Source: an optimization exercise on an open RTL-to-GDS flow (aim: small area, a short achievable clock period and few clock cycles). Production flows keep margins and buffers that such runs may drop.
Where RTL was checked, it was by simulation tests only, not by an equivalence proof against the original.
No functional check of the RTL was part of run 1.
Power is estimated from default activity; no workload was simulated.

## design/flow/design.v

```verilog
`timescale 1ns / 1ps
`default_nettype none
package dcpa_pkg;
    localparam int MassW      = 16;
    localparam int SumW       = 24;
    localparam int CountW     = 8;
    localparam int TimeW      = 32;
    localparam int MaxSamples = 255;
    localparam int DivRadixBits = 1;
    localparam int DivCycles    = MassW / DivRadixBits;
    localparam int StepW        = $clog2(DivCycles);
    localparam logic [1:0] RegWakeInterval = 2'd0;
    localparam logic [1:0] RegWarmupDelay  = 2'd1;
    localparam logic [1:0] RegReadWindow   = 2'd2;
    localparam logic [TimeW-1:0] WakeIntervalRst = 32'd300000;
    localparam logic [TimeW-1:0] WarmupDelayRst  = 32'd30000;
    localparam logic [TimeW-1:0] ReadWindowRst   = 32'd10000;
endpackage
`default_nettype wire
`timescale 1ns / 1ps
`default_nettype none
module dcpa_lane
(
    input  wire logic                        clk,
    input  wire logic                        rst_n,
    input  wire logic                        accum,
    input  wire logic                        div_step,
    input  wire logic                        div_last,
    input  wire logic [dcpa_pkg::MassW-1:0]  mass,
    input  wire logic [dcpa_pkg::CountW-1:0] divisor,
    output logic      [dcpa_pkg::MassW-1:0]  avg
);
    localparam int MW = dcpa_pkg::MassW;
    localparam int CW = dcpa_pkg::CountW;
    localparam int SW = dcpa_pkg::SumW;
    logic [SW-1:0] sum_reg;
    logic [SW-1:0] div_next;
    logic [MW-1:0] avg_reg;
    always_comb
    begin
        logic [SW-1:0] r;
        logic [CW:0]   sh;
        r = sum_reg;
        for (int i = 0; i < dcpa_pkg::DivRadixBits; i++)
        begin
            sh = {r[SW-1:MW], r[MW-1]};
            if (sh >= {1'b0, divisor})
            begin
                sh = sh - {1'b0, divisor};
                r  = {sh[CW-1:0], r[MW-2:0], 1'b1};
            end
            else
            begin
                r  = {sh[CW-1:0], r[MW-2:0], 1'b0};
            end
        end
        div_next = r;
    end
    always_ff @(posedge clk or negedge rst_n)
    begin
        if (!rst_n)
        begin
            sum_reg <= '0;
            avg_reg <= '0;
        end
        else if (div_step)
        begin
            sum_reg <= div_last ? '0 : div_next;
            if (div_last)
            begin
                avg_reg <= div_next[MW-1:0];
            end
        end
        else if (accum)
        begin
            sum_reg <= sum_reg + SW'(mass);
        end
    end
    assign avg = avg_reg;
endmodule
`default_nettype wire
`timescale 1ns / 1ps
`default_nettype none
module dcpa_ctrl
(
    input  wire logic                        clk,
    input  wire logic                        rst_n,
    input  wire logic                        in_valid,
    output logic                             in_ready,
    input  wire logic [dcpa_pkg::TimeW-1:0]  now_ms,
    input  wire logic                        first_tick,
    input  wire logic                        reading_valid,
    input  wire logic [dcpa_pkg::TimeW-1:0]  wake_interval_ms,
    input  wire logic [dcpa_pkg::TimeW-1:0]  warmup_delay_ms,
    input  wire logic [dcpa_pkg::TimeW-1:0]  read_window_ms,
    input  wire logic                        out_ready,
    output logic                             out_valid,
    output logic                             accum,
    output logic                             div_step,
    output logic                             div_last,
    output logic                             enable,
    output logic                             published,
    output logic      [dcpa_pkg::CountW-1:0] count,
    output logic      [dcpa_pkg::CountW-1:0] divisor
);
    localparam int TW = dcpa_pkg::TimeW;
    localparam int CW = dcpa_pkg::CountW;
    logic              t_valid;
    logic [TW-1:0]     t_now;
    logic              t_first;
    logic              t_rv;
    logic [TW-1:0]     t_elapsed;
    logic              stale_reg;
    logic [TW-1:0]     wake_time_reg;
    logic              enable_reg;
    logic              done_reg;
    logic [CW-1:0]     count_reg;
    logic              busy_reg;
    logic [dcpa_pkg::StepW-1:0] step_reg;
    logic              pend_reg;
    logic              out_valid_reg;
    logic [CW-1:0]     out_count_reg;
    logic              out_pub_reg;
    logic              out_enable_reg;
    logic [TW-1:0]     elapsed_src;
    logic [TW-1:0]     elapsed_new;
    logic [TW:0]       window_end_reg;
    logic              ge_window_end;
    logic [CW-1:0]     count_inc;
    logic              warmup_zero;
    logic              window_zero;
    logic              wake;
    logic              close;
    logic              publish;
    logic              in_window;
    logic              take;
    logic              fire;
    logic              last;
    logic              taken;
    logic              out_free;
    logic              enable_next;
    logic [CW-1:0]     count_next;
    logic              ready_reg;
    logic              t_valid_next;
    logic              stale_next;
    logic              busy_next;
    logic              pend_next;
    assign fire     = t_valid && !busy_reg && !pend_reg && !stale_reg;
    assign in_ready = ready_reg;
    assign taken    = out_valid_reg && out_ready;
    assign out_free = !out_valid_reg || out_ready;
    assign elapsed_src = stale_reg ? t_now : now_ms;
    assign elapsed_new = elapsed_src - wake_time_reg;
    always_ff @(posedge clk)
    begin
        window_end_reg <= {1'b0, warmup_delay_ms} + {1'b0, read_window_ms};
    end
    assign ge_window_end = ({1'b0, t_elapsed} >= window_end_reg);
    assign warmup_zero   = (warmup_delay_ms == '0);
    assign window_zero   = (read_window_ms == '0);
    assign wake       = t_first || (t_elapsed >= wake_interval_ms);
    assign close      = !wake && ge_window_end && !done_reg;
    assign publish    = close && (count_reg != '0);
    assign in_window  = wake ? (warmup_zero && !window_zero)
                             : ((t_elapsed >= warmup_delay_ms) && !ge_window_end);
    assign take       = t_rv && in_window && (count_reg != CW'(dcpa_pkg::MaxSamples));
    assign last       = (step_reg == dcpa_pkg::StepW'(dcpa_pkg::DivCycles - 1));
    assign enable_next = wake || (enable_reg && !close);
    assign count_inc   = count_reg + 1'b1;
    assign count_next  = take ? count_inc : count_reg;
    assign accum    = fire && take;
    assign div_step = busy_reg && (!last || out_free);
    assign div_last = last;
    assign t_valid_next = in_ready ? in_valid : t_valid;
    assign stale_next   = fire && wake && in_valid;
    assign busy_next    = fire ? publish : (busy_reg && !(div_step && last));
    assign pend_next    = (fire && !publish && !out_free) || (pend_reg && !out_ready);
    always_ff @(posedge clk or negedge rst_n)
    begin
        if (!rst_n)
        begin
            t_valid   <= 1'b0;
            ready_reg <= 1'b1;
        end
        else
        begin
            t_valid   <= t_valid_next;
            ready_reg <= !t_valid_next || (!busy_next && !pend_next && !stale_next);
        end
    end
    always_ff @(posedge clk)
    begin
        if (in_ready)
        begin
            t_now   <= now_ms;
            t_first <= first_tick;
            t_rv    <= reading_valid;
        end
        if (in_ready || stale_reg)
        begin
            t_elapsed <= elapsed_new;
        end
    end
    always_ff @(posedge clk or negedge rst_n)
    begin
        if (!rst_n)
        begin
            wake_time_reg  <= '0;
            enable_reg     <= 1'b0;
            done_reg       <= 1'b0;
            count_reg      <= '0;
            busy_reg       <= 1'b0;
            step_reg       <= '0;
            pend_reg       <= 1'b0;
            stale_reg      <= 1'b0;
            out_valid_reg  <= 1'b0;
            out_count_reg  <= '0;
            out_pub_reg    <= 1'b0;
            out_enable_reg <= 1'b0;
        end
        else
        begin
            if (taken)
            begin
                out_valid_reg <= 1'b0;
            end
            stale_reg <= stale_next;
            if (fire)
            begin
                if (wake)
                begin
                    wake_time_reg <= t_now;
                end
                enable_reg <= enable_next;
                done_reg   <= !wake && (done_reg || close);
                count_reg  <= count_next;
                busy_reg   <= publish;
                if (!publish)
                begin
                    if (out_free)
                    begin
                        out_valid_reg  <= 1'b1;
                        out_count_reg  <= count_next;
                        out_pub_reg    <= 1'b0;
                        out_enable_reg <= enable_next;
                    end
                    else
                    begin
                        pend_reg <= 1'b1;
                    end
                end
            end
            if (pend_reg && out_ready)
            begin
                pend_reg       <= 1'b0;
                out_valid_reg  <= 1'b1;
                out_count_reg  <= count_reg;
                out_pub_reg    <= 1'b0;
                out_enable_reg <= enable_reg;
            end
            if (div_step)
            begin
                step_reg <= step_reg + 1'b1;
                if (last)
                begin
                    busy_reg       <= 1'b0;
                    count_reg      <= '0;
                    out_valid_reg  <= 1'b1;
                    out_count_reg  <= '0;
                    out_pub_reg    <= 1'b1;
                    out_enable_reg <= enable_reg;
                end
            end
        end
    end
    assign out_valid = out_valid_reg;
    assign enable    = out_enable_reg;
    assign published = out_pub_reg;
    assign count     = out_count_reg;
    assign divisor   = count_reg;
endmodule
`default_nettype wire
`timescale 1ns / 1ps
`default_nettype none
module duty_cycled_particle_averager
(
    input  wire logic        clk,
    input  wire logic        rst_n,
    input  wire logic        s_tvalid,
    output logic             s_tready,
    input  wire logic [87:0] s_tdata,
    output logic             m_tvalid,
    input  wire logic        m_tready,
    output logic      [63:0] m_tdata,
    input  wire logic        psel,
    input  wire logic        penable,
    input  wire logic        pwrite,
    input  wire logic [3:0]  paddr,
    input  wire logic [31:0] pwdata,
    output logic      [31:0] prdata,
    output logic             pready
);
    localparam int MW = dcpa_pkg::MassW;
    logic [dcpa_pkg::TimeW-1:0] wake_interval_reg;
    logic [dcpa_pkg::TimeW-1:0] warmup_delay_reg;
    logic [dcpa_pkg::TimeW-1:0] read_window_reg;
    logic [31:0]      prdata_reg;
    logic             pready_reg;
    logic [2:0]       wsel_reg;
    logic             accum;
    logic             div_step;
    logic             div_last;
    logic             enable;
    logic             published;
    logic [dcpa_pkg::CountW-1:0] count;
    logic [dcpa_pkg::CountW-1:0] divisor;
    logic [MW-1:0]    mass_pm1;
    logic [MW-1:0]    mass_pm25;
    logic [MW-1:0]    mass_pm10;
    logic [MW-1:0]    avg_pm1;
    logic [MW-1:0]    avg_pm25;
    logic [MW-1:0]    avg_pm10;
    always_ff @(posedge clk or negedge rst_n)
    begin
        if (!rst_n)
        begin
            wake_interval_reg <= dcpa_pkg::WakeIntervalRst;
            warmup_delay_reg  <= dcpa_pkg::WarmupDelayRst;
            read_window_reg   <= dcpa_pkg::ReadWindowRst;
            pready_reg        <= 1'b0;
            wsel_reg          <= '0;
        end
        else
        begin
            pready_reg <= psel && penable && !pready_reg;
            wsel_reg   <= '0;
            if (psel && penable && pwrite && !pready_reg)
            begin
                case (paddr[3:2])
                    dcpa_pkg::RegWakeInterval: wsel_reg <= 3'b001;
                    dcpa_pkg::RegWarmupDelay:  wsel_reg <= 3'b010;
                    dcpa_pkg::RegReadWindow:   wsel_reg <= 3'b100;
                    default: ;
                endcase
            end
            if (wsel_reg[0])
            begin
                wake_interval_reg <= pwdata;
            end
            if (wsel_reg[1])
            begin
                warmup_delay_reg <= pwdata;
            end
            if (wsel_reg[2])
            begin
                read_window_reg <= pwdata;
            end
        end
    end
    always_ff @(posedge clk)
    begin
        case (paddr[3:2])
            dcpa_pkg::RegWakeInterval: prdata_reg <= wake_interval_reg;
            dcpa_pkg::RegWarmupDelay:  prdata_reg <= warmup_delay_reg;
            dcpa_pkg::RegReadWindow:   prdata_reg <= read_window_reg;
            default:                   prdata_reg <= '0;
        endcase
    end
    assign prdata = prdata_reg;
    assign pready = pready_reg;
    dcpa_ctrl u_ctrl (
        .clk              (clk),
        .rst_n            (rst_n),
        .in_valid         (s_tvalid),
        .in_ready         (s_tready),
        .now_ms           (s_tdata[31:0]),
        .first_tick       (s_tdata[32]),
        .reading_valid    (s_tdata[33]),
        .wake_interval_ms (wake_interval_reg),
        .warmup_delay_ms  (warmup_delay_reg),
        .read_window_ms   (read_window_reg),
        .out_ready        (m_tready),
        .out_valid        (m_tvalid),
        .accum            (accum),
        .div_step         (div_step),
        .div_last         (div_last),
        .enable           (enable),
        .published        (published),
        .count            (count),
        .divisor          (divisor)
    );
    always_ff @(posedge clk)
    begin
        if (s_tready)
        begin
            mass_pm1  <= s_tdata[49:34];
            mass_pm25 <= s_tdata[65:50];
            mass_pm10 <= s_tdata[81:66];
        end
    end
    dcpa_lane u_lane_pm1 (
        .clk      (clk),
        .rst_n    (rst_n),
        .accum    (accum),
        .div_step (div_step),
        .div_last (div_last),
        .mass     (mass_pm1),
        .divisor  (divisor),
        .avg      (avg_pm1)
    );
    dcpa_lane u_lane_pm25 (
        .clk      (clk),
        .rst_n    (rst_n),
        .accum    (accum),
        .div_step (div_step),
        .div_last (div_last),
        .mass     (mass_pm25),
        .divisor  (divisor),
        .avg      (avg_pm25)
    );
    dcpa_lane u_lane_pm10 (
        .clk      (clk),
        .rst_n    (rst_n),
        .accum    (accum),
        .div_step (div_step),
        .div_last (div_last),
        .mass     (mass_pm10),
        .divisor  (divisor),
        .avg      (avg_pm10)
    );
    assign m_tdata = {6'd0, count, avg_pm10, avg_pm25, avg_pm1, published, enable};
endmodule
`default_nettype wire
```

## design/flow/run.sh

```bash
#!/bin/bash
# synth_recipe.tcl (not shown) runs the flow's synth.tcl, then flattens the netlist and writes it again
# the make line also repeats each setting of config.mk as NAME=value (left out here)
make -C /OpenROAD-flow-scripts/flow DESIGN_CONFIG=/design/flow/config.mk WORK_HOME=/design/flow/orfs CLKGATE_MAP_FILE= SYNTH_SCRIPT=/design/flow/synth_recipe.tcl finish
```

## design/flow/config.mk

```make
export PLATFORM = sky130hd
export DESIGN_NAME = duty_cycled_particle_averager
export DESIGN_NICKNAME = duty_cycled_particle_averager
export VERILOG_FILES = /design/flow/design.v
export SDC_FILE = /design/flow/constraint.sdc
export NUM_CORES = 4
export LEC_CHECK = 0
export CAP_MARGIN = 20
export CORE_MARGIN = 2
export CORE_UTILIZATION = 60
export SETUP_SLACK_MARGIN = 3.5
export SLEW_MARGIN = 20
```

## design/flow/constraint.sdc

```tcl
create_clock -name core_clock -period 8.0 [get_ports {clk}]
set_input_delay 1.6000 -clock core_clock [delete_from_list [all_inputs] [get_ports {clk}]]
set_output_delay 1.6000 -clock core_clock [all_outputs]
set_load 0.01 [all_outputs]
```

==> insert_results.sql, run 1 <==
INSERT INTO impl_metrics (metric_group, metric, value, unit) VALUES
('sta', 'hold_viol_final', '0', ''),
('cells_and_area', 'area_overhead_of_the_layout_relative_to_synthesis', '16.4', '%'),
('cells_and_area', 'largest_reg_flops', '33', ''),
('drt', 'drt_pre_antenna_iters', '6', ''),
('drt', 'num_vias', '21889', ''),
('sta', 'finalSetupViolations', '0', ''),
('synth', 'synth_cell_types', '82', ''),
('cts', 'clkLatencyLatePin', '0.60', 'ns'),
('global_route', 'groute.usage.overall', '31.7', '%'),
('worst_setup_path', 'reg2reg_depth', '10', ''),
('job', 'cap_viol_max_count', '0', ''),
('cells_and_area', 'final_nets', '3354', ''),
('cts', 'max-clock-path-buffers', '3', ''),
('placed_design', 'dpl_cell_area', '0.0292', 'mm²'),
('cells_and_area', 'mostFrequentLayoutCell', 'sky130_fd_sc_hd__nand2_1', ''),
('power', 'combPwrFrac', '49.2', '%'),
('global_route', 'grt_antenna_before_repair', '1', ''),
('cells_and_area', 'final-seq-area', '0.0118', 'mm²'),
('drt', 'final_antenna_net_count', '0', ''),
('worst_setup_path', 'timing_worst_setup_path_type', 'in -> reg', ''),
('synth', 'syn-mean-instance-area', '9.52', 'µm²'),
('status', 'outcome', 'no timing/DRC/antenna violations', ''),
('power', 'internal_power', '7.19', 'mW'),
('cells_and_area', 'layout_common_cells', 'sky130_fd_sc_hd__nand2_1 (369), sky130_fd_sc_hd__dfrtp_1 (260), sky130_fd_sc_hd__ha_1 (234)', ''),
('global_route', 'grt_max_degree', '155', ''),
('worst_setup_path', 'worstPathMaxFanout', '4', ''),
('floorplanning', 'placementRows', '77', ''),
('floorplanning', 'num_io_pins', '230', ''),
('synth', 'postSynthRegisterBits', '461', ''),
('drt', 'post_drt_wl_per_cell', '20.1', 'µm'),
('floorplanning', 'start_util', '60.5', '%'),
('global_route', 'first_global_vias', '21675', ''),
('cts', 'root_buffer', 'sky130_fd_sc_hd__clkbuf_16', ''),
('hold_path', 'worst_hold_path.num_cells', '1', ''),
('sta', 'worstMarginPinSlew', '1.14', 'ns'),
('sta', 'finalCriticalPeriod', '4.39', 'ns'),
('cells_and_area', 'n_antenna_cell', '0', ''),
('cts', 'cts_made_buffers', '50', ''),
('synth', 'synth_flop_cell', 'sky130_fd_sc_hd__dfrtp_1', ''),
('drt', 'post-route-drc-count', '0', ''),
('placed_design', 'port_buffers', '215', ''),
('sta', 'fmax', '228', 'MHz'),
('worst_setup_path', 'cp_slowest_cell', 'sky130_fd_sc_hd__clkdlybuf4s50_1', ''),
('cts', 'holdBufCountCts', '0', ''),
('cts', 'tritoncts_num_sinks', '461', ''),
('synth', 'syn_area', '0.0266', 'mm²'),
('power', 'total_switching_power', '5.11', 'mW'),
('global_route', 'global_route_wire_length_before_repair', '116000', 'µm'),
('floorplanning', 'die_span_x', '214', 'µm'),
('sta', 'rsz0062_at_grt', 'no', ''),
('hold_path', 'worstHoldPathType', 'reg -> reg', ''),
('worst_setup_path', 'critical_path.startpoint_type', 'input port', ''),
('synth', 'yosysWarningCount', '3', ''),
('sta', 'slew-limit-headroom', '23.8', '%'),
('placed_design', 'gpl.final_weighted_congestion', '0.936', ''),
('power', 'leakage', '13.6', 'nW'),
('floorplanning', 'fp.dieArea', '0.0460', 'mm²'),
('placed_design', 'pre_cts_slack', '3.03', 'ns'),
('placed_design', 'dpl.cell_count', '3519', ''),
('worst_setup_path', 'endpoint_kind', 'flip-flop', ''),
('cells_and_area', 'multiInputGateArea', '0.0137', 'mm²'),
('synth', 'syn_inst', '2791', ''),
('cts', 'htree_levels', '2', ''),
('floorplanning', 'core-area', '0.0439', 'mm²'),
('cells_and_area', 'n_fill_cell', '3473', ''),
('cts', 'clock_tree_from_tritoncts', 'done', ''),
('drt', 'drt-total-wl', '72800', 'µm'),
('power', 'cellPowerDensity', '398', 'mW/mm²'),
('synth', 'synth-edff-count', '114', ''),
('power', 'share_clk_of_total_power', '19.0', '%'),
('cts', 'clk_pin_slew_worst_paths', '0.05', 'ns');
==> final timing paths <==
kind                       slack, ns                          start                                  to
max                             3.61                     s_tdata[0]      u_ctrl.t_elapsed[30]$_DFFE_PP_
min reg2reg                     0.44           pready_reg$_DFF_PN0_                pready_reg$_DFF_PN0_
max in group asynchronous       5.65                          rst_n               wsel_reg[2]$_DFF_PN0_
min in group asynchronous       0.92                          rst_n      read_window_reg[5]$_DFFE_PN0P_
max reg2reg                     4.00  u_ctrl.t_elapsed[8]$_DFFE_PP_  u_lane_pm10.sum_reg[7]$_DFFE_PN0P_
min                             0.44           pready_reg$_DFF_PN0_                pready_reg$_DFF_PN0_
==> what timing repair did <==
item	CTS	global route
hold endpoints to repair	0	0
setup buffers	0	2
endpoints found under the setup margin	0	2
resized for setup	0	1
==> critical path, delay by kind of cell <==
family / cells / cell delay [ns]
compound gates: 6 / 1.35
fa+ha+maj: 2 / 0.63
buf+inv: 1 / 0.49
simple gates: 2 / 0.42
xor+xnor: 1 / 0.14
mux: 1 / 0.09
==> final cells by class <==
class / instances / share of cell area, %
multi-input cells: 2050 / 44.3
flip-flops and latches: 461 / 38.2
repair buffers: 236 / 7.53
clock buffers: 82 / 4.89
well taps: 592 / 2.40
inverters: 182 / 2.21
clock inverters: 12 / 0.437
==> through the flow <==
stage,total power [mW],hold slack [ns]
3_3_place_gp,9.59,0.431
5_1_grt,13.2,0.495
4_1_cts,12.2,0.441
3_5_place_dp,9.83,0.434
2_1_floorplan,8.18,0.443
6_report,12.3,0.443
==> synth_stat cells (all sizes together) (40+ instances only) <==
library cell  instances  area (µm²)
o21ai               237        1190
a21o                 53         398
ha                  234        2930
inv                 182         683
mux2i                46         460
dfxtp                65        1300
edfxtp              114        3420
dfrtp               261        6530
clkbuf               76         285
mux2                 68         766
a21oi               202        1010
xnor2                70         613
nor3                 40         200
nor2                192         721
nand2               369        1390
nand3                57         285
==> cell families (layout without fill, tap and decap cells) <==
group | after synthesis | in the layout | share of synthesized area, %
XOR/XNOR | 95 | 95 | 3.13
other | 1 | 6 | 0.0141
AND/OR/NAND/NOR | 837 | 837 | 14.1
AO/OA/AOI/OAI | 756 | 756 | 17.8
multiplexers | 114 | 114 | 4.61
flip-flops | 461 | 461 | 44.4
buffers and inverters | 285 | 512 | 4.26
adder cells (fa/ha/maj) | 242 | 242 | 11.6
==> power by group through the flow <==
stage	registers (mW)	logic, mW	clock network [mW]
floorplan	3.72	4.46	0
global placement	3.91	5.68	0
detailed placement	3.93	5.90	0
CTS	3.89	5.98	2.37
global route	3.99	6.79	2.45
finish	3.92	6.05	2.33
==> per-layer routing <==
metal  vias to the layer above  wire (µm)  GRT usage (%)  share of wire [%]
met5                         -         11              0              0.015
met4                         2       1770           9.17                2.4
met3                       115       5220           6.47                7.2
met2                       724      32700           49.5                 45
met1                     10706      33100           44.9                 45
li1                      10342          -              -                  -
==> run 2: changes to the inputs <==
--- a/design/flow/design.v
+++ b/design/flow/design.v
@@ -6,8 +6,7 @@
     localparam int CountW     = 8;
     localparam int TimeW      = 32;
     localparam int MaxSamples = 255;
-    localparam int DivRadixBits = 1;
-    localparam int DivCycles    = MassW / DivRadixBits;
+    localparam int DivCycles    = MassW / 2;
     localparam int StepW        = $clog2(DivCycles);
     localparam logic [1:0] RegWakeInterval = 2'd0;
     localparam logic [1:0] RegWarmupDelay  = 2'd1;
@@ -28,6 +27,7 @@
     input  wire logic                        div_last,
     input  wire logic [dcpa_pkg::MassW-1:0]  mass,
     input  wire logic [dcpa_pkg::CountW-1:0] divisor,
+    input  wire logic [dcpa_pkg::CountW+1:0] divisor3,
     output logic      [dcpa_pkg::MassW-1:0]  avg
 );
     localparam int MW = dcpa_pkg::MassW;
@@ -36,26 +36,40 @@
     logic [SW-1:0] sum_reg;
     logic [SW-1:0] div_next;
     logic [MW-1:0] avg_reg;
+    logic [CW+1:0] shifted;
+    logic [CW+2:0] diff1;
+    logic [CW+2:0] diff2;
+    logic [CW+2:0] diff3;
+    logic [CW-1:0] rem_next;
+    logic [1:0]    qbits;
+    assign shifted = sum_reg[SW-1:MW-2];
+    assign diff1   = {1'b0, shifted} - {3'b0, divisor};
+    assign diff2   = {1'b0, shifted} - {2'b0, divisor, 1'b0};
+    assign diff3   = {1'b0, shifted} - {1'b0, divisor3};
     always_comb
     begin
-        logic [SW-1:0] r;
-        logic [CW:0]   sh;
-        r = sum_reg;
-        for (int i = 0; i < dcpa_pkg::DivRadixBits; i++)
+        if (!diff3[CW+2])
         begin
-            sh = {r[SW-1:MW], r[MW-1]};
-            if (sh >= {1'b0, divisor})
-            begin
-                sh = sh - {1'b0, divisor};
-                r  = {sh[CW-1:0], r[MW-2:0], 1'b1};
-            end
-            else
-            begin
-                r  = {sh[CW-1:0], r[MW-2:0], 1'b0};
-            end
+            qbits    = 2'd3;
+            rem_next = diff3[CW-1:0];
+        end
+        else if (!diff2[CW+2])
+        begin
+            qbits    = 2'd2;
+            rem_next = diff2[CW-1:0];
+        end
+        else if (!diff1[CW+2])
+        begin
+            qbits    = 2'd1;
+            rem_next = diff1[CW-1:0];
+        end
+        else
+        begin
+            qbits    = 2'd0;
+            rem_next = shifted[CW-1:0];
         end
-        div_next = r;
     end
+    assign div_next = {rem_next, sum_reg[MW-3:0], qbits};
     always_ff @(posedge clk or negedge rst_n)
     begin
         if (!rst_n)
@@ -101,7 +115,8 @@
     output logic                             enable,
     output logic                             published,
     output logic      [dcpa_pkg::CountW-1:0] count,
-    output logic      [dcpa_pkg::CountW-1:0] divisor
+    output logic      [dcpa_pkg::CountW-1:0] divisor,
+    output logic      [dcpa_pkg::CountW+1:0] divisor3
 );
     localparam int TW = dcpa_pkg::TimeW;
     localparam int CW = dcpa_pkg::CountW;
@@ -141,6 +156,8 @@
     logic              enable_next;
     logic [CW-1:0]     count_next;
     logic              ready_reg;
+    logic [CW+1:0]     divisor3_reg;
+    logic [CW+1:0]     divisor3_next;
     logic              t_valid_next;
     logic              stale_next;
     logic              busy_next;
@@ -168,8 +185,9 @@
     assign enable_next = wake || (enable_reg && !close);
     assign count_inc   = count_reg + 1'b1;
     assign count_next  = take ? count_inc : count_reg;
+    assign divisor3_next = take ? (divisor3_reg + (CW+2)'(3)) : divisor3_reg;
     assign accum    = fire && take;
-    assign div_step = busy_reg && (!last || out_free);
+    assign div_step = (busy_reg && (!last || out_free)) || (fire && publish);
     assign div_last = last;
     assign t_valid_next = in_ready ? in_valid : t_valid;
     assign stale_next   = fire && wake && in_valid;
@@ -209,6 +227,7 @@
             enable_reg     <= 1'b0;
             done_reg       <= 1'b0;
             count_reg      <= '0;
+            divisor3_reg   <= '0;
             busy_reg       <= 1'b0;
             step_reg       <= '0;
             pend_reg       <= 1'b0;
@@ -234,6 +253,7 @@
                 enable_reg <= enable_next;
                 done_reg   <= !wake && (done_reg || close);
                 count_reg  <= count_next;
+                divisor3_reg <= divisor3_next;
                 busy_reg   <= publish;
                 if (!publish)
                 begin
@@ -265,6 +285,7 @@
                 begin
                     busy_reg       <= 1'b0;
                     count_reg      <= '0;
+                    divisor3_reg   <= '0;
                     out_valid_reg  <= 1'b1;
                     out_count_reg  <= '0;
                     out_pub_reg    <= 1'b1;
@@ -278,6 +299,7 @@
     assign published = out_pub_reg;
     assign count     = out_count_reg;
     assign divisor   = count_reg;
+    assign divisor3  = divisor3_reg;
 endmodule
 `default_nettype wire
 `timescale 1ns / 1ps
@@ -314,6 +336,7 @@
     logic             published;
     logic [dcpa_pkg::CountW-1:0] count;
     logic [dcpa_pkg::CountW-1:0] divisor;
+    logic [dcpa_pkg::CountW+1:0] divisor3;
     logic [MW-1:0]    mass_pm1;
     logic [MW-1:0]    mass_pm25;
     logic [MW-1:0]    mass_pm10;
@@ -387,7 +410,8 @@
         .enable           (enable),
         .published        (published),
         .count            (count),
-        .divisor          (divisor)
+        .divisor          (divisor),
+        .divisor3         (divisor3)
     );
     always_ff @(posedge clk)
     begin
@@ -406,6 +430,7 @@
         .div_last (div_last),
         .mass     (mass_pm1),
         .divisor  (divisor),
+        .divisor3 (divisor3),
         .avg      (avg_pm1)
     );
     dcpa_lane u_lane_pm25 (
@@ -416,6 +441,7 @@
         .div_last (div_last),
         .mass     (mass_pm25),
         .divisor  (divisor),
+        .divisor3 (divisor3),
         .avg      (avg_pm25)
     );
     dcpa_lane u_lane_pm10 (
@@ -426,6 +452,7 @@
         .div_last (div_last),
         .mass     (mass_pm10),
         .divisor  (divisor),
+        .divisor3 (divisor3),
         .avg      (avg_pm10)
     );
     assign m_tdata = {6'd0, count, avg_pm10, avg_pm25, avg_pm1, published, enable};
--- a/design/flow/config.mk
+++ b/design/flow/config.mk
@@ -8,5 +8,5 @@
 export CAP_MARGIN = 20
 export CORE_MARGIN = 2
 export CORE_UTILIZATION = 60
-export SETUP_SLACK_MARGIN = 3.5
+export SETUP_SLACK_MARGIN = 4.3
 export SLEW_MARGIN = 20
==> run 2 against run 1 <==
Compared with the run above: die area grew 9.1%; via count grew 13%; count of clock-buffer cells in the layout shrank 13; clock power grew 9.9%; worst hold slack gained 0.021 ns; critical path depth grew 1; wire length grew 21%; final area grew 15%; critical endpoint is now u_ctrl.t_elapsed[28]$_DFFE_PP_; area after synthesis grew 9.3%; register-to-register slack gained 0.26 ns; sequential share of layout area shrank 4.4 points; synthesized cell count grew 8.4%.
==> insert_results.sql, run 2 <==
INSERT INTO impl_metrics (metric_group, metric, value, unit) VALUES
('status', 'outcome', 'no timing/DRC/antenna violations', ''),
('synth', 'complex_gate_fraction_of_the_synthesized_area', '17.9', '%'),
('cts', 'clk_pin_slew_worst_paths', '0.06', 'ns'),
('placed_design', 'gpl.final_weighted_congestion', '0.939', ''),
('synth', 'synth-edff-count', '114', ''),
('sta', 'hold_viol_final', '0', ''),
('synth', 'synth_mux_area_share', '6.12', '%'),
('worst_setup_path', 'crit_path_cell_trace', 'buf_6, mux2_4, ha_4, buf_6, nor2b_4, o2111ai_4, a21boi_2, o31a_1, a21oi_2, o211ai_1, a21boi_2, nor2b_1, o41a_1, xor2_1', ''),
('synth', 'syn_inst', '3026', ''),
('job', 'cap_viol_max_count', '0', ''),
('synth', 'synth_cell_types', '86', ''),
('sta', 'hold_ws', '0.464', 'ns'),
('placed_design', 'pre_cts_slack', '3.04', 'ns'),
('sta', 'rsz0062_at_grt', 'yes', ''),
('synth', 'netlist.area_leader.share', '23.3', '%'),
('floorplanning', 'fp.dieArea', '0.0502', 'mm²'),
('floorplanning', 'start_util', '60.8', '%'),
('synth', 'synth.top_cells.by_count', 'sky130_fd_sc_hd__ha_1 (290), sky130_fd_sc_hd__nand2_1 (285), sky130_fd_sc_hd__o21ai_0 (279)', ''),
('synth', 'yosysWarningCount', '3', ''),
('global_route', 'grt_antenna_before_repair', '5', ''),
('power', 'cellPowerDensity', '461', 'mW/mm²'),
('worst_setup_path', 'required', '8.36', 'ns'),
('cells_and_area', 'postLayoutCellArea', '0.0356', 'mm²'),
('cts', 'clkLatencyLatePin', '0.62', 'ns'),
('synth', 'synth_xor_area_share', '4.04', '%'),
('drt', 'drt-initial-drc-count', '2183', ''),
('cts', 'clock_tree_from_tritoncts', 'done', ''),
('power', 'combPwrFrac', '57.9', '%'),
('sta', 'min_period_over_period', '48.4', '%'),
('cells_and_area', 'final-seq-area', '0.0120', 'mm²'),
('power', 'total_switching_power', '7.15', 'mW'),
('synth', 'share_of_synthesized_flip_flops_with_an_asynchronous_set_or_reset', '61.9', '%'),
('cts', 'holdBufCountCts', '0', ''),
('synth', 'postSynthRegisterBits', '470', ''),
('synth', 'synth_flop_cell', 'sky130_fd_sc_hd__dfrtp_1', ''),
('cells_and_area', 'share_of_cells_above_drive_strength_1', '15.0', '%'),
('drt', 'num_vias', '24740', ''),
('power', 'finalPower', '16.4', 'mW'),
('synth', 'syn_area', '0.0290', 'mm²'),
('worst_setup_path', 'worst_ep_arrival', '4.23', 'ns'),
('cells_and_area', 'layout_common_cells', 'sky130_fd_sc_hd__nand2_1 (280), sky130_fd_sc_hd__o21ai_0 (270), sky130_fd_sc_hd__dfrtp_1 (267)', ''),
('cts', 'max-clock-path-buffers', '3', ''),
('cells_and_area', 'largest_reg_flops', '33', ''),
('sta', 'skew', '0.0233', 'ns'),
('placed_design', 'hpwl', '57800', 'µm'),
('synth', 'dominant_combinational_cell_family_by_area_after_synthesis', 'compound AO/OA/AOI/OAI gates', ''),
('floorplanning', 'core-area', '0.0477', 'mm²'),
('drt', 'drt-total-wl', '88000', 'µm'),
('cells_and_area', 'mostFrequentLayoutCell', 'sky130_fd_sc_hd__nand2_1', ''),
('sta', 'worstMarginPinSlew', '0.992', 'ns'),
('drt', 'vias_per_cell', '6.22', ''),
('cells_and_area', 'multiInputGateArea', '0.0167', 'mm²'),
('sta', 'postLayoutSetupSlackWorst', '4.13', 'ns'),
('hold_path', 'worstHoldPathType', 'reg -> reg', ''),
('power', 'worst_ir_drop_vdd', '0.000293', 'V'),
('sta', 'slew-limit-headroom', '32.9', '%'),
('cts', 'cts_made_buffers', '52', ''),
('floorplanning', 'placementRows', '80', ''),
('cells_and_area', 'area_overhead_of_the_layout_relative_to_synthesis', '22.8', '%'),
('worst_setup_path', 'critical_path_buf_inv_count', '2', ''),
('worst_setup_path', 'timing_worst_setup_path_type', 'in -> reg', ''),
('power', 'internal_power', '9.27', 'mW'),
('drt', 'post-route-drc-count', '0', ''),
('power', 'proportion_of_power_drawn_by_flip_flops_and_latches', '26.5', '%'),
('drt', 'drt_pre_antenna_iters', '5', ''),
('sta', 'finalSetupViolations', '0', ''),
('drt', 'final_antenna_net_count', '0', ''),
('floorplanning', 'die_span_x', '224', 'µm'),
('placed_design', 'port_buffers', '215', ''),
('synth', 'syn-mean-instance-area', '9.59', 'µm²'),
('cts', 'tritoncts_num_sinks', '470', ''),
('synth', 'synth_area_in_simple_gates', '12.6', '%'),
('sta', 'fmax', '258', 'MHz'),
('synth', 'synth_top_cells_by_area', 'sky130_fd_sc_hd__dfrtp_1 (23%), sky130_fd_sc_hd__ha_1 (12%), sky130_fd_sc_hd__edfxtp_1 (12%), sky130_fd_sc_hd__o21ai_0 (4.8%), sky130_fd_sc_hd__dfxtp_1 (4.5%)', ''),
('floorplanning', 'num_io_pins', '230', ''),
('global_route', 'global_route.overflow_total', '0', ''),
('synth', 'synth.largest_area_cell', 'sky130_fd_sc_hd__dfrtp_1', ''),
('placed_design', 'dpl_cell_area', '0.0318', 'mm²'),
('cells_and_area', 'n_fill_cell', '3389', ''),
('power', 'netSwitchingFraction', '43.6', '%'),
('worst_setup_path', 'endpoint_kind', 'flip-flop', ''),
('cells_and_area', 'final_nets', '3753', ''),
('cts', 'htree_levels', '2', ''),
('global_route', 'groute.usage.overall', '33.7', '%'),
('sta', 'finalCriticalPeriod', '3.87', 'ns'),
('global_route', 'grt_max_degree', '126', ''),
('global_route', 'global_route_wire_length_before_repair', '132000', 'µm'),
('floorplanning', 'chipHeight', '224', 'µm'),
('synth', 'synth-adder-area-share', '13.5', '%'),
('worst_setup_path', 'crit_path_max_incr_delay', '0.33', 'ns'),
('synth', 'post-synth-top-count-cell', 'sky130_fd_sc_hd__ha_1', ''),
('power', 'leakage', '15.4', 'nW'),
('drt', 'post_drt_wl_per_cell', '22.1', 'µm'),
('worst_setup_path', 'cp_slowest_cell', 'sky130_fd_sc_hd__o41a_1', ''),
('worst_setup_path', 'cpLargestDelayFamily', 'compound AO/OA/AOI/OAI gates', ''),
('worst_setup_path', 'critical_path.startpoint_type', 'input port', ''),
('cts', 'root_buffer', 'sky130_fd_sc_hd__clkbuf_16', ''),
('power', 'share_clk_of_total_power', '15.6', '%'),
('sta', 'slew_viol_final', '0', ''),
('global_route', 'first_global_vias', '23727', ''),
('synth', 'synth-seq-area-share', '41.4', '%'),
('sta', 'final.setup.tns', '0', 'ns'),
('worst_setup_path', 'worstPathMaxFanout', '4', '');
[run 2: area by class of cell]
| cell class | instances | share of cell area [%] |
|---|---|---|
| diodes | 2 | 0.0140 |
| clock buffers | 69 | 4.20 |
| clock inverters | 29 | 0.986 |
| inverters | 221 | 2.35 |
| multi-input cells | 2244 | 47.0 |
| flip-flops and latches | 470 | 33.8 |
| well taps | 615 | 2.16 |
| repair buffers | 329 | 9.53 |
[run 2: power groups by stage]
| stage | Combinational (mW) | Sequential, mW | Clock [mW] |
|---|---|---|---|
| 2_1_floorplan | 6.01 | 4.04 | 0 |
| 3_3_place_gp | 7.74 | 4.32 | 0 |
| 3_5_place_dp | 8.02 | 4.36 | 0 |
| 4_1_cts | 8.76 | 4.31 | 2.58 |
| 5_1_grt | 10.4 | 4.43 | 2.66 |
| 6_report | 9.51 | 4.35 | 2.56 |
[run 2: path summary, 6_finish.rpt]
check / slack [ns] / end / cells past startpoint / startpoint
setup / recovery: 4.13 / u_ctrl.t_elapsed[28]$_DFFE_PP_ / 14 / s_tdata[2]
hold / removal: 0.46 / pready_reg$_DFF_PN0_ / 1 / pready_reg$_DFF_PN0_
setup reg to reg: 4.26 / u_ctrl.t_elapsed[31]$_DFFE_PP_ / 12 / u_ctrl.stale_reg$_DFF_PN0_
hold reg to reg: 0.46 / pready_reg$_DFF_PN0_ / 1 / pready_reg$_DFF_PN0_
max in group asynchronous: 5.39 / u_lane_pm25.sum_reg[12]$_DFFE_PN0P_ / 3 / rst_n
min in group asynchronous: 0.85 / wake_interval_reg[0]$_DFFE_PN0P_ / 1 / rst_n
[run 2: what timing repair did]
item                                    CTS  global route
pin swaps                                42            56
cloned                                    9             5
resized for setup                       117           111
endpoints found under the setup margin  171           124
setup buffers                            44            37
hold endpoints to repair                  0             0
[run 2: logic make-up after synthesis]
logic type | count (synthesis)
adder cells (fa/ha/maj) | 304
AO/OA/AOI/OAI | 836
multiplexers | 163
buffers and inverters | 323
AND/OR/NAND/NOR | 795
flip-flops | 470
other | 1
XOR/XNOR | 134
[run 2: per-stage QoR]
step	utilization, %	std cells
after floorplan	-	3031
after global placement	66.6	3783
after detailed placement	66.6	3783
after CTS	72.6	3934
after global routing	74.7	3979
final	74.7	3979
[run 2: metal layers]
metal	vias to the layer above	wire (µm)	global-route usage [%]
met4	6	2410	11.1
met5	-	41	0
li1	11506	-	-
met2	940	39200	51.5
met3	167	7110	5.85
met1	12121	39300	48.8
Testbench counts of run 2, summed over its fixed seeds: cycles 9,553.
==> run 3: changes to the inputs <==
--- a/design/flow/config.mk
+++ b/design/flow/config.mk
@@ -8,5 +8,5 @@
 export CAP_MARGIN = 20
 export CORE_MARGIN = 2
 export CORE_UTILIZATION = 60
-export SETUP_SLACK_MARGIN = 4.3
+export SETUP_SLACK_MARGIN = 4.8
 export SLEW_MARGIN = 20
==> run 3 against run 2 <==
Compared with the run above: register-to-register slack got worse by 0.10 ns; global-route usage grew 5.0 points; utilization increased by 7.1 points; sequential cell count unchanged; cell count rose by 3.2%; sequential power grew 2%; via count rose by 10%; worst setup slack lost 0.15 ns; critical path type unchanged; largest cell class unchanged.
==> insert_results.sql, run 3 <==
INSERT INTO impl_metrics (metric_group, metric, value, unit) VALUES
('worst_setup_path', 'reg2reg_from', 'u_lane_pm25.sum_reg[14]$_DFFE_PN0P_', ''),
('sta', 'rsz0062_at_grt', 'yes', ''),
('synth', 'yosysWarningCount', '3', ''),
('drt', 'drt-total-wl', '106000', 'µm'),
('global_route', 'global_route.overflow_total', '0', ''),
('drt', 'wl_met1', '41000', 'µm'),
('worst_setup_path', 'worst_ep_arrival', '4.39', 'ns'),
('floorplanning', 'die_span_x', '224', 'µm'),
('cts', 'root_buffer', 'sky130_fd_sc_hd__clkbuf_16', ''),
('cts', 'clock_tree_from_tritoncts', 'done', ''),
('synth', 'synth-edff-count', '114', ''),
('sta', 'slew_viol_final', '0', ''),
('sta', 'slew-limit-headroom', '32.3', '%'),
('synth', 'synth-seq-area-share', '41.4', '%'),
('drt', 'routed-wl-met3', '12800', 'µm'),
('sta', 'min_period_over_period', '50.3', '%'),
('synth', 'syn_inst', '3026', ''),
('sta', 'finalSetupViolations', '0', ''),
('worst_setup_path', 'critical_path.startpoint_type', 'input port', ''),
('worst_setup_path', 'timing.critical_path.from', 's_tdata[14]', ''),
('worst_setup_path', 'worst_setup_path_endpoint', 'u_ctrl.t_elapsed[28]$_DFFE_PP_', ''),
('worst_setup_path', 'required', '8.36', 'ns'),
('power', 'finalPower', '19.0', 'mW'),
('cells_and_area', 'largest_reg_flops', '33', ''),
('hold_path', 'worstHoldPathType', 'reg -> reg', ''),
('sta', 'worstMarginPinSlew', '1.00', 'ns'),
('sta', 'postLayoutSetupSlackWorst', '3.97', 'ns'),
('synth', 'netlist.area_leader.share', '23.3', '%'),
('sta', 'skew', '0.0238', 'ns'),
('global_route', 'grt_antenna_before_repair', '4', ''),
('cells_and_area', 'area_overhead_of_the_layout_relative_to_synthesis', '34.4', '%'),
('global_route', 'groute.usage.overall', '38.8', '%'),
('synth', 'postSynthRegisterBits', '470', ''),
('global_route', 'first_global_vias', '25625', ''),
('sta', 'finalCriticalPeriod', '4.03', 'ns'),
('placed_design', 'gpl.final_weighted_congestion', '0.917', ''),
('synth', 'syn_area', '0.0290', 'mm²'),
('cells_and_area', 'mostFrequentLayoutCell', 'sky130_fd_sc_hd__nand2_1', ''),
('worst_setup_path', 'cpLargestDelayFamily', 'compound AO/OA/AOI/OAI gates', ''),
('cts', 'tritoncts_num_sinks', '470', ''),
('sta', 'hold_ws', '0.451', 'ns'),
('job', 'cap_viol_max_count', '0', ''),
('drt', 'final_antenna_net_count', '0', ''),
('synth', 'synth_cell_types', '86', ''),
('power', 'worst_ir_drop_vdd', '0.000313', 'V'),
('drt', 'post_drt_wl_per_cell', '25.8', 'µm'),
('power', 'leakage', '16.7', 'nW'),
('drt', 'drt_pre_antenna_iters', '6', ''),
('worst_setup_path', 'cp_slowest_cell', 'sky130_fd_sc_hd__clkdlybuf4s50_1', ''),
('worst_setup_path', 'timing.critical_path.mode_cell', 'sky130_fd_sc_hd__nor2_1', ''),
('placed_design', 'hpwl', '57500', 'µm'),
('cts', 'htree_levels', '2', ''),
('drt', 'vias_per_cell', '6.65', ''),
('worst_setup_path', 'critical_path_buf_inv_count', '2', ''),
('sta', 'final.setup.tns', '0', 'ns'),
('floorplanning', 'start_util', '60.8', '%'),
('floorplanning', 'num_io_pins', '230', ''),
('worst_setup_path', 'reg2reg_setup_slack', '4.16', 'ns'),
('worst_setup_path', 'r2r-end', 'u_lane_pm25.sum_reg[23]$_DFFE_PN0P_', ''),
('floorplanning', 'chipHeight', '224', 'µm'),
('cts', 'holdBufCountCts', '0', ''),
('worst_setup_path', 'worstPathMaxFanout', '5', ''),
('synth', 'synth.largest_area_cell', 'sky130_fd_sc_hd__dfrtp_1', ''),
('drt', 'met2WireLength', '46700', 'µm'),
('floorplanning', 'fp.dieArea', '0.0502', 'mm²'),
('worst_setup_path', 'reg2reg_depth', '15', ''),
('synth', 'synth_flop_cell', 'sky130_fd_sc_hd__dfrtp_1', ''),
('synth', 'synth.top_cells.by_count', 'sky130_fd_sc_hd__ha_1 (290), sky130_fd_sc_hd__nand2_1 (285), sky130_fd_sc_hd__o21ai_0 (279)', ''),
('placed_design', 'pre_cts_slack', '3.07', 'ns'),
('worst_setup_path', 'timing_worst_setup_path_type', 'in -> reg', ''),
('synth', 'synth_top_cells_by_area', 'sky130_fd_sc_hd__dfrtp_1 (23%), sky130_fd_sc_hd__ha_1 (12%), sky130_fd_sc_hd__edfxtp_1 (12%), sky130_fd_sc_hd__o21ai_0 (4.8%), sky130_fd_sc_hd__dfxtp_1 (4.5%)', ''),
('cts', 'max-clock-path-buffers', '3', ''),
('drt', 'post-route-drc-count', '0', ''),
('synth', 'syn-mean-instance-area', '9.59', 'µm²'),
('placed_design', 'port_buffers', '215', ''),
('sta', 'hold_viol_final', '0', ''),
('sta', 'fmax', '248', 'MHz'),
('worst_setup_path', 'crit_path_max_incr_delay', '0.43', 'ns'),
('cts', 'clkLatencyLatePin', '0.63', 'ns'),
('cells_and_area', 'final_nets', '3882', ''),
('global_route', 'global_route_wire_length_before_repair', '149000', 'µm'),
('floorplanning', 'core-area', '0.0477', 'mm²'),
('cells_and_area', 'layout_common_cells', 'sky130_fd_sc_hd__nand2_1 (273), sky130_fd_sc_hd__dfrtp_1 (263), sky130_fd_sc_hd__ha_1 (258)', ''),
('drt', 'drt-initial-drc-count', '3115', ''),
('drt', 'top_layer_used', 'met5', ''),
('status', 'outcome', 'no timing/DRC/antenna violations', ''),
('synth', 'share_of_synthesized_flip_flops_with_an_asynchronous_set_or_reset', '61.9', '%'),
('floorplanning', 'placementRows', '80', ''),
('worst_setup_path', 'endpoint_kind', 'flip-flop', ''),
('global_route', 'grt_max_degree', '107', ''),
('power', 'cellPowerDensity', '486', 'mW/mm²'),
('cts', 'cts_made_buffers', '50', ''),
('worst_setup_path', 'path_depth', '14', ''),
('worst_setup_path', 'crit_path_cell_trace', 'clkdlybuf4s50_1, mux2_2, ha_4, a21oi_4, nor2b_1, nor2_1, nor2_1, a21oi_2, o211ai_1, buf_4, a21boi_4, nor2b_2, o41a_1, xor2_1', ''),
('cts', 'clk_pin_slew_worst_paths', '0.06', 'ns'),
('drt', 'num_vias', '27302', ''),
('synth', 'post-synth-top-count-cell', 'sky130_fd_sc_hd__ha_1', ''),
('cells_and_area', 'share_of_cells_above_drive_strength_1', '24.5', '%');
## run 3: cell families after synthesis
| family | after synthesis | synth area share, % |
|---|---|---|
| flip-flops | 470 | 41.4 |
| other | 1 | 0.0129 |
| adder cells (fa/ha/maj) | 304 | 13.5 |
| XOR/XNOR | 134 | 4.04 |
| buffers and inverters | 323 | 4.40 |
| AO/OA/AOI/OAI | 836 | 17.9 |
| multiplexers | 163 | 6.12 |
| AND/OR/NAND/NOR | 795 | 12.6 |
## run 3: repair_timing
item	CTS	global route
gates cloned	40	4
pin swaps	118	98
endpoints found under the setup margin	227	223
setup buffers	121	62
gates resized for setup	417	324
## run 3: worst min path at each step
stage	start	to	slack, ns	cells past startpoint
after CTS	pready_reg$_DFF_PN0_	pready_reg$_DFF_PN0_	0.45	1
after global placement	pready_reg$_DFF_PN0_	pready_reg$_DFF_PN0_	0.43	1
final	pready_reg$_DFF_PN0_	pready_reg$_DFF_PN0_	0.45	1
after global routing	pready_reg$_DFF_PN0_	pready_reg$_DFF_PN0_	0.47	1
after detailed placement	pready_reg$_DFF_PN0_	pready_reg$_DFF_PN0_	0.45	1
after floorplan	u_ctrl.step_reg[1]$_DFFE_PN0N_	u_ctrl.step_reg[1]$_DFFE_PN0N_	0.44	2
## run 3: power by group
part / leakage (nW) / internal (mW) / switching, mW
clock: 0.869 / 1.48 / 1.05
combinational: 10.6 / 5.42 / 6.58
sequential: 5.21 / 3.46 / 0.964
total: 16.7 / 10.4 / 8.60
## run 3: cell type report
type	count	area, µm²
inverter	221	837
clock buffer	66	1420
fill	2810	8710
antenna	2	5.00
sequential	470	12000
clock inverter	28	343
multi-input combinational	2257	18600
timing repair buffer	447	5050
tap	615	769
## run 3: worst register-to-register path: cells and delay by family, from the launching register on
kind,cells,cell delay (ns)
AO/OA/AOI/OAI,9,2.02
adder cells (fa/ha/maj),2,0.60
buffers and inverters,3,0.49
flip-flops,1,0.45
AND/OR/NAND/NOR,1,0.22
## run 3: metal layers
metal  up-vias  global-route usage, %
met2      1736                   58.6
li1      11805                      -
met5         -                      0
met3       458                   8.87
met4         4                   14.8
met1     13299                   54.3
## run 3: stage by stage
stage / area [µm²] / util, % / cells
after detailed placement: 31800 / 66.7 / 3782
after global placement: 31800 / 66.7 / 3782
after floorplan: 29200 / - / 3031
after CTS: 37100 / 77.7 / 4037
final: 39000 / 81.7 / 4106
after global routing: 39000 / 81.7 / 4104

static timing again, ports no longer ideal:
Ports are ideal in the flow. The routed layouts listed here were re-timed in OpenROAD.
Step 1: set_driving_cell puts a clkbuf_16 on clk and a buf_2 on each other input, an assumption about the parent block.
Step 2, shift: input delay + t, output delay - t, t = (earliest + latest rising clock arrival at the registers) / 2. This alone moves slack from input paths to output paths.
Three values: ideal ports, drivers, drivers and shift; two values: the first two.
run | shift t [ns] | setup WS [ns] | worst setup path after step 2
run 1 | 0.655 | 3.606 / 3.643 / 2.988 | input to register
run 2 | 0.667 | 4.126 / 4.144 / 3.477 | input to register
run 3 | 0.682 | 3.972 / 4.009 / 3.327 | input to register
After both steps every run listed still meets setup and hold. For run 2, which loses most, drivers alone change the setup slack by +0.018 ns; drivers and shift together by -0.649 ns.
